From an optimization exercise on the open Yosys and OpenROAD flow, aimed at small area; shortcuts taken in it are not production practice.
Function was checked by simulation only, so behaviour that the tests miss may differ from the original.
Power figures rest on the tool's default switching activity, not on a simulated workload.

==> fjord <==
Design register_file, start of the top module:
module register_file #(
    parameter int DATA_W = 32,
    parameter int ADDR_W = 5
) (
    input  logic              clk,
    input  logic              rst,
    input  logic              WE3,
    input  logic [ADDR_W-1:0] A1,
    input  logic [ADDR_W-1:0] A2,
    input  logic [ADDR_W-1:0] A3,
    input  logic [DATA_W-1:0] WD3,
    output logic [DATA_W-1:0] RD1,
    output logic [DATA_W-1:0] RD2
);
==> module rf_wmux, before the edit <==
module rf_wmux (
    input  logic q,
    input  logic we,
    input  logic wen,
    input  logic dn,
    output logic d
);
    assign d = ~((q | we) & (dn | wen));
endmodule
==> module rf_aoi222, before the edit <==
module rf_aoi222 (
    input  logic a1, a2, b1, b2, c1, c2,
    output logic y
);
    assign y = ~((a1 & a2) | (b1 & b2) | (c1 & c2));
endmodule
==> module rf_nand2, before the edit <==
module rf_nand2 (
    input  logic a, b,
    output logic y
);
    assign y = ~(a & b);
endmodule
==> module rf_nand4, before the edit <==
module rf_nand4 (
    input  logic a, b, c, d,
    output logic y
);
    assign y = ~(a & b & c & d);
endmodule
==> module rf_nand3, before the edit <==
module rf_nand3 (
    input  logic a, b, c,
    output logic y
);
    assign y = ~(a & b & c);
endmodule
==> module rf_or3, before the edit <==
module rf_or3 (
    input  logic a, b, c,
    output logic y
);
    assign y = a | b | c;
endmodule
==> module rf_xor2, before the edit <==
module rf_xor2 (
    input  logic a, b,
    output logic y
);
    assign y = a ^ b;
endmodule
==> module rf_rdtail, before the edit <==
module rf_rdtail (
    input  logic [10:0] n,
    input  logic        ph,
    output logic        y
);
    logic h0, h1, h2, z;
    rf_nand4 u_h0 (.a(n[0]), .b(n[1]), .c(n[2]),  .d(n[3]), .y(h0));
    rf_nand4 u_h1 (.a(n[4]), .b(n[5]), .c(n[6]),  .d(n[7]), .y(h1));
    rf_nand3 u_h2 (.a(n[8]), .b(n[9]), .c(n[10]), .y(h2));
    rf_or3   u_z  (.a(h0), .b(h1), .c(h2), .y(z));
    rf_xor2  u_y  (.a(z), .b(ph), .y(y));
endmodule
==> module register_file, before the edit <==
module register_file #(
    parameter int DATA_W = 32,
    parameter int ADDR_W = 5
) (
    input  logic              clk,
    input  logic              rst,
    input  logic              WE3,
    input  logic [ADDR_W-1:0] A1,
    input  logic [ADDR_W-1:0] A2,
    input  logic [ADDR_W-1:0] A3,
    input  logic [DATA_W-1:0] WD3,
    output logic [DATA_W-1:0] RD1,
    output logic [DATA_W-1:0] RD2
);
    localparam int NREG = 1 << ADDR_W;
    logic              phase;
    logic [NREG-1:1]   valid;
    logic [DATA_W-1:0] store [1:NREG-1];
    logic [DATA_W-1:0] store_d [1:NREG-1];
    logic [NREG-1:1]   wr_en, wr_en_n;
    logic [NREG-1:1]   sel1, sel2;
    logic [DATA_W-1:0] dn;
    logic              ph1, ph2;
    assign dn = WD3 ^ {DATA_W{phase}};
    always_comb begin
        for (int i = 1; i < NREG; i++) begin
            wr_en[i]   = WE3 && (A3 == ADDR_W'(i));
            wr_en_n[i] = ~wr_en[i];
            sel1[i]    = valid[i] && (A1 == ADDR_W'(i));
            sel2[i]    = valid[i] && (A2 == ADDR_W'(i));
        end
        ph1 = phase && (|sel1);
        ph2 = phase && (|sel2);
    end
    always_ff @(posedge clk or posedge rst) begin
        if (rst) phase <= 1'b0;
        else     phase <= ~phase;
    end
    always_ff @(posedge clk or posedge rst) begin
        if (rst) valid <= '0;
        else     valid <= valid | wr_en;
    end
    always_ff @(posedge clk) begin
        for (int i = 1; i < NREG; i++) begin
            store[i] <= store_d[i];
        end
    end
    genvar gi, gb;
    generate
        for (gi = 1; gi < NREG; gi++) begin : g_row
            for (gb = 0; gb < DATA_W; gb++) begin : g_bit
                rf_wmux u_wmux (
                    .q(store[gi][gb]), .we(wr_en[gi]), .wen(wr_en_n[gi]), .dn(dn[gb]),
                    .d(store_d[gi][gb])
                );
            end
        end
        for (gb = 0; gb < DATA_W; gb++) begin : g_rd
            logic [10:0] n1, n2;
            for (gi = 0; gi < 10; gi++) begin : g_grp
                rf_aoi222 u_a1 (
                    .a1(sel1[3*gi+1]), .a2(store[3*gi+1][gb]),
                    .b1(sel1[3*gi+2]), .b2(store[3*gi+2][gb]),
                    .c1(sel1[3*gi+3]), .c2(store[3*gi+3][gb]),
                    .y(n1[gi])
                );
                rf_aoi222 u_a2 (
                    .a1(sel2[3*gi+1]), .a2(store[3*gi+1][gb]),
                    .b1(sel2[3*gi+2]), .b2(store[3*gi+2][gb]),
                    .c1(sel2[3*gi+3]), .c2(store[3*gi+3][gb]),
                    .y(n2[gi])
                );
            end
            rf_nand2 u_n1 (.a(sel1[31]), .b(store[31][gb]), .y(n1[10]));
            rf_nand2 u_n2 (.a(sel2[31]), .b(store[31][gb]), .y(n2[10]));
            rf_rdtail u_t1 (.n(n1), .ph(ph1), .y(RD1[gb]));
            rf_rdtail u_t2 (.n(n2), .ph(ph2), .y(RD2[gb]));
        end
    endgenerate
endmodule
clock: 7.0 ns
lec_check: 0
cap_margin: 10
core_margin: 2
core_utilization: 40
cts_buf_list: sky130_fd_sc_hd__clkbuf_8
cts_cluster_diameter: 50
cts_cluster_size: 16
setup_slack_margin: 0.1
slew_margin: 10
synth_hierarchical: 1
synth_minimum_keep_size: 0
standard.sh (not shown) runs the stock make flow with config.mk's settings and CLKGATE_MAP_FILE= SYNTH_SCRIPT=/design/flow/synth_recipe.tcl, a recipe that flattens the netlist after the stock synthesis.
==> flow/flow/run.sh <==
#!/bin/bash
# The standard layout (the standard.sh: unchanged synthesis, floorplan, power grid, placement,
# CTS and routing) with two changes to how cells are picked:
#  - the port buffers are the smallest plain buffer instead of the delay buffer picked by default;
#  - CTS builds its tree without dummy balancing loads (same clustering settings as config.mk).
# make's full output (every tool it runs) goes to make.log; ORFS also keeps each step's own log
# under orfs/logs/.
set -euo pipefail
cts="-sink_clustering_enable -repair_clock_nets -sink_clustering_size 16"
cts="$cts -sink_clustering_max_diameter 50 -buf_list sky130_fd_sc_hd__clkbuf_8 -dont_use_dummy_load"
bash standard.sh finish \
  "BUFFER_PORTS_ARGS=-buffer_cell sky130_fd_sc_hd__buf_1" \
  "CTS_ARGS=$cts" > make.log 2>&1
==> lagoon (differences from fjord) <==
==> flow/flow/run.sh (replaced) <==
#!/bin/bash
# The standard layout (the standard.sh, unchanged synthesis, floorplan, power grid, CTS and
# routing), except that the port buffers are the smallest plain buffer instead of the delay
# buffer the flow picks by default. make's full output (every tool it runs) goes to make.log;
# ORFS also keeps each step's own log under orfs/logs/.
set -euo pipefail
bash standard.sh finish "BUFFER_PORTS_ARGS=-buffer_cell sky130_fd_sc_hd__buf_1" > make.log 2>&1
CTS_CLUSTER_SIZE = 12   (was 16)
==> tundra (differences from fjord) <==
==> flow/design.v (replaced) <==
module register_file #(
    parameter int DATA_W = 32,
    parameter int ADDR_W = 5
) (
    input  logic              clk,
    input  logic              rst,
    input  logic              WE3,
    input  logic [ADDR_W-1:0] A1,
    input  logic [ADDR_W-1:0] A2,
    input  logic [ADDR_W-1:0] A3,
    input  logic [DATA_W-1:0] WD3,
    output logic [DATA_W-1:0] RD1,
    output logic [DATA_W-1:0] RD2
);
    localparam int NREG = 1 << ADDR_W;
    logic [DATA_W-1:0] regs_reg [NREG];
    logic [NREG-1:0]   wr_en;
    logic [DATA_W-1:0] rd1_next;
    logic [DATA_W-1:0] rd2_next;
    genvar gi;
    generate
        for (gi = 0; gi < NREG; gi++) begin : g_wr_dec
            if (gi == 0) begin : g_x0
                assign wr_en[gi] = 1'b0;
            end else begin : g_xn
                assign wr_en[gi] = WE3 && (A3 == ADDR_W'(gi));
            end
        end
    endgenerate
    always_ff @(posedge clk or posedge rst) begin
        if (rst) begin
            for (int i = 0; i < NREG; i++) begin
                regs_reg[i] <= '0;
            end
        end else begin
            for (int i = 0; i < NREG; i++) begin
                if (wr_en[i]) begin
                    regs_reg[i] <= WD3;
                end
            end
        end
    end
    always_comb begin
        rd1_next = '0;
        rd2_next = '0;
        if (!rst) begin
            if (A1 != '0) rd1_next = regs_reg[A1];
            if (A2 != '0) rd2_next = regs_reg[A2];
        end
    end
    assign RD1 = rd1_next;
    assign RD2 = rd2_next;
endmodule
==> flow/run.sh (new file) <==
#!/bin/bash
# synth_recipe.tcl (not shown) runs the flow's synth.tcl, then flattens the netlist and writes it again
# the make line also repeats each setting of config.mk as NAME=value (left out here)
make -C /OpenROAD-flow-scripts/flow DESIGN_CONFIG=/design/flow/config.mk WORK_HOME=/design/flow/orfs CLKGATE_MAP_FILE= SYNTH_SCRIPT=/design/flow/synth_recipe.tcl finish
CAP_MARGIN = 20   (was 10)
CORE_UTILIZATION = 30   (was 40)
CTS_BUF_LIST = unset   (was sky130_fd_sc_hd__clkbuf_8)
CTS_CLUSTER_DIAMETER = unset   (was 50)
CTS_CLUSTER_SIZE = unset   (was 16)
SETUP_SLACK_MARGIN = unset   (was 0.1)
SLEW_MARGIN = 20   (was 10)
SYNTH_HIERARCHICAL = unset   (was 1)
SYNTH_MINIMUM_KEEP_SIZE = unset   (was 0)
removed: flow/flow/run.sh
removed: flow/standard.sh
==> violet (differences from fjord) <==
--- a/flow/design.v
+++ b/flow/design.v
@@ -78,5 +78,11 @@
     logic [NREG-1:1]   sel1, sel2;
-    logic [DATA_W-1:0] dn;
+    logic [DATA_W-1:0] dn_lo, dn_hi;
     logic              ph1, ph2;
-    assign dn = WD3 ^ {DATA_W{phase}};
+    genvar gd;
+    generate
+        for (gd = 0; gd < DATA_W; gd++) begin : g_dn
+            rf_xor2 u_lo (.a(WD3[gd]), .b(phase), .y(dn_lo[gd]));
+            rf_xor2 u_hi (.a(WD3[gd]), .b(phase), .y(dn_hi[gd]));
+        end
+    endgenerate
     always_comb begin
@@ -109,3 +115,3 @@
                 rf_wmux u_wmux (
-                    .q(store[gi][gb]), .we(wr_en[gi]), .wen(wr_en_n[gi]), .dn(dn[gb]),
+                    .q(store[gi][gb]), .we(wr_en[gi]), .wen(wr_en_n[gi]), .dn((gi < NREG / 2) ? dn_lo[gb] : dn_hi[gb]),
                     .d(store_d[gi][gb])
PLACE_DENSITY = 0.8   (was unset)
==> summary.txt <==
item	tundra	lagoon	violet	fjord
Synthesis warning total	2	10	10	10
Leak pwr	25.9 nW	15.8 nW	15.3 nW	15.3 nW
Number of signal-net inverters in the final layout	7	35	35	35
Share of cells above drive strength 1	35.1%	11.6%	8.16%	10.2%
Outcome	no timing/DRC/antenna violations	no timing/DRC/antenna violations	no timing/DRC/antenna violations	no timing/DRC/antenna violations
Flop pwr share	47.9%	56.0%	61.7%	59.8%
Number of distinct standard cells referenced by the synthesized netlist	69	47	46	47
Final #Nets	4,518	3,749	3,789	3,745
Metal2 WL	110,000 um	76,300 um	65,300 um	76,800 um
Fin cells	6,901	5,039	4,999	4,961
Area fraction in compound gates after synthesis	11.3%	34.2%	34.0%	34.2%
Final Total Pwr	16.6 mW	14.9 mW	13.5 mW	14.0 mW
Row count	152	112	112	112
Max frequency	155 MHz	158 MHz	156 MHz	158 MHz
Source of the worst register-to-register timing path	regs_reg[2][26]	phase	phase	phase
Buffers plus inverters on the worst setup path	5	3	3	3
Total non-filler cell area in the finished layout	0.0603 mm2	0.0435 mm2	0.0423 mm2	0.0427 mm2
Top cell type's share of synthesized area	47.8%	53.1%	52.7%	53.1%
Power Sequential	7.97 mW	8.35 mW	8.35 mW	8.35 mW
Area of the multi-input gates	0.0256 mm2	0.0173 mm2	0.0169 mm2	0.0173 mm2
Global-route met3 utilization	10.9%	12.0%	15.1%	12.6%
Multiplexer share of the synthesized area	25.3%	0.0836%	0.0831%	0.0836%
Overall routing resource usage	29.4%	37.2%	32.9%	37.1%
Simple-gate share of the synthesized area	11.6%	7.63%	7.58%	7.63%
Clock root buffer	clkbuf_16	clkbuf_8	clkbuf_8	clkbuf_8
Int Power	11.6 mW	10.2 mW	9.34 mW	9.58 mW

## afterwards: timing with drivers on the ports
In the flow no input, the clock included, has a driving cell. The finished layouts below were timed again as built, in two steps. Step 1 (the two cells are an assumption about what drives the block):
set clk [get_ports {clk}]
set_driving_cell -lib_cell sky130_fd_sc_hd__clkbuf_16 $clk
set_driving_cell -lib_cell sky130_fd_sc_hd__buf_2 [delete_from_list [all_inputs] $clk]
Step 2, shift: input delay + t, output delay - t, t = (earliest + latest rising clock arrival at the registers) / 2. This alone moves slack from input paths to output paths. Slacks: ideal / step 1 / step 2; pairs: ideal / step 1.
| run | t (ns) | setup WS [ns] | worst hold slack (ns) | latest minus earliest clock arrival (ns) | slew at the worst register clock pin (ns) |
|---|---|---|---|---|---|
| fjord | 0.838 | 0.674 / 0.590 / 0.590 | 0.467 / 0.467 / 0.467 | 0.114 / 0.114 | 0.10 / 0.10 |
| lagoon | 0.891 | 0.651 / 0.564 / 0.564 | 0.472 / 0.472 / 0.472 | 0.047 / 0.047 | 0.09 / 0.09 |
| tundra | 0.824 | 0.550 / 0.488 / 0.488 | 0.524 / 0.524 / 0.524 | 0.049 / 0.049 | 0.07 / 0.07 |
| violet | 0.776 | 0.582 / 0.558 / 0.558 | 0.471 / 0.471 / 0.471 | 0.108 / 0.108 | 0.10 / 0.10 |
After both steps every run listed still meets setup and hold. The setup slack of lagoon, which loses most, moves by -0.087 ns with the drivers and by -0.087 ns with both steps.
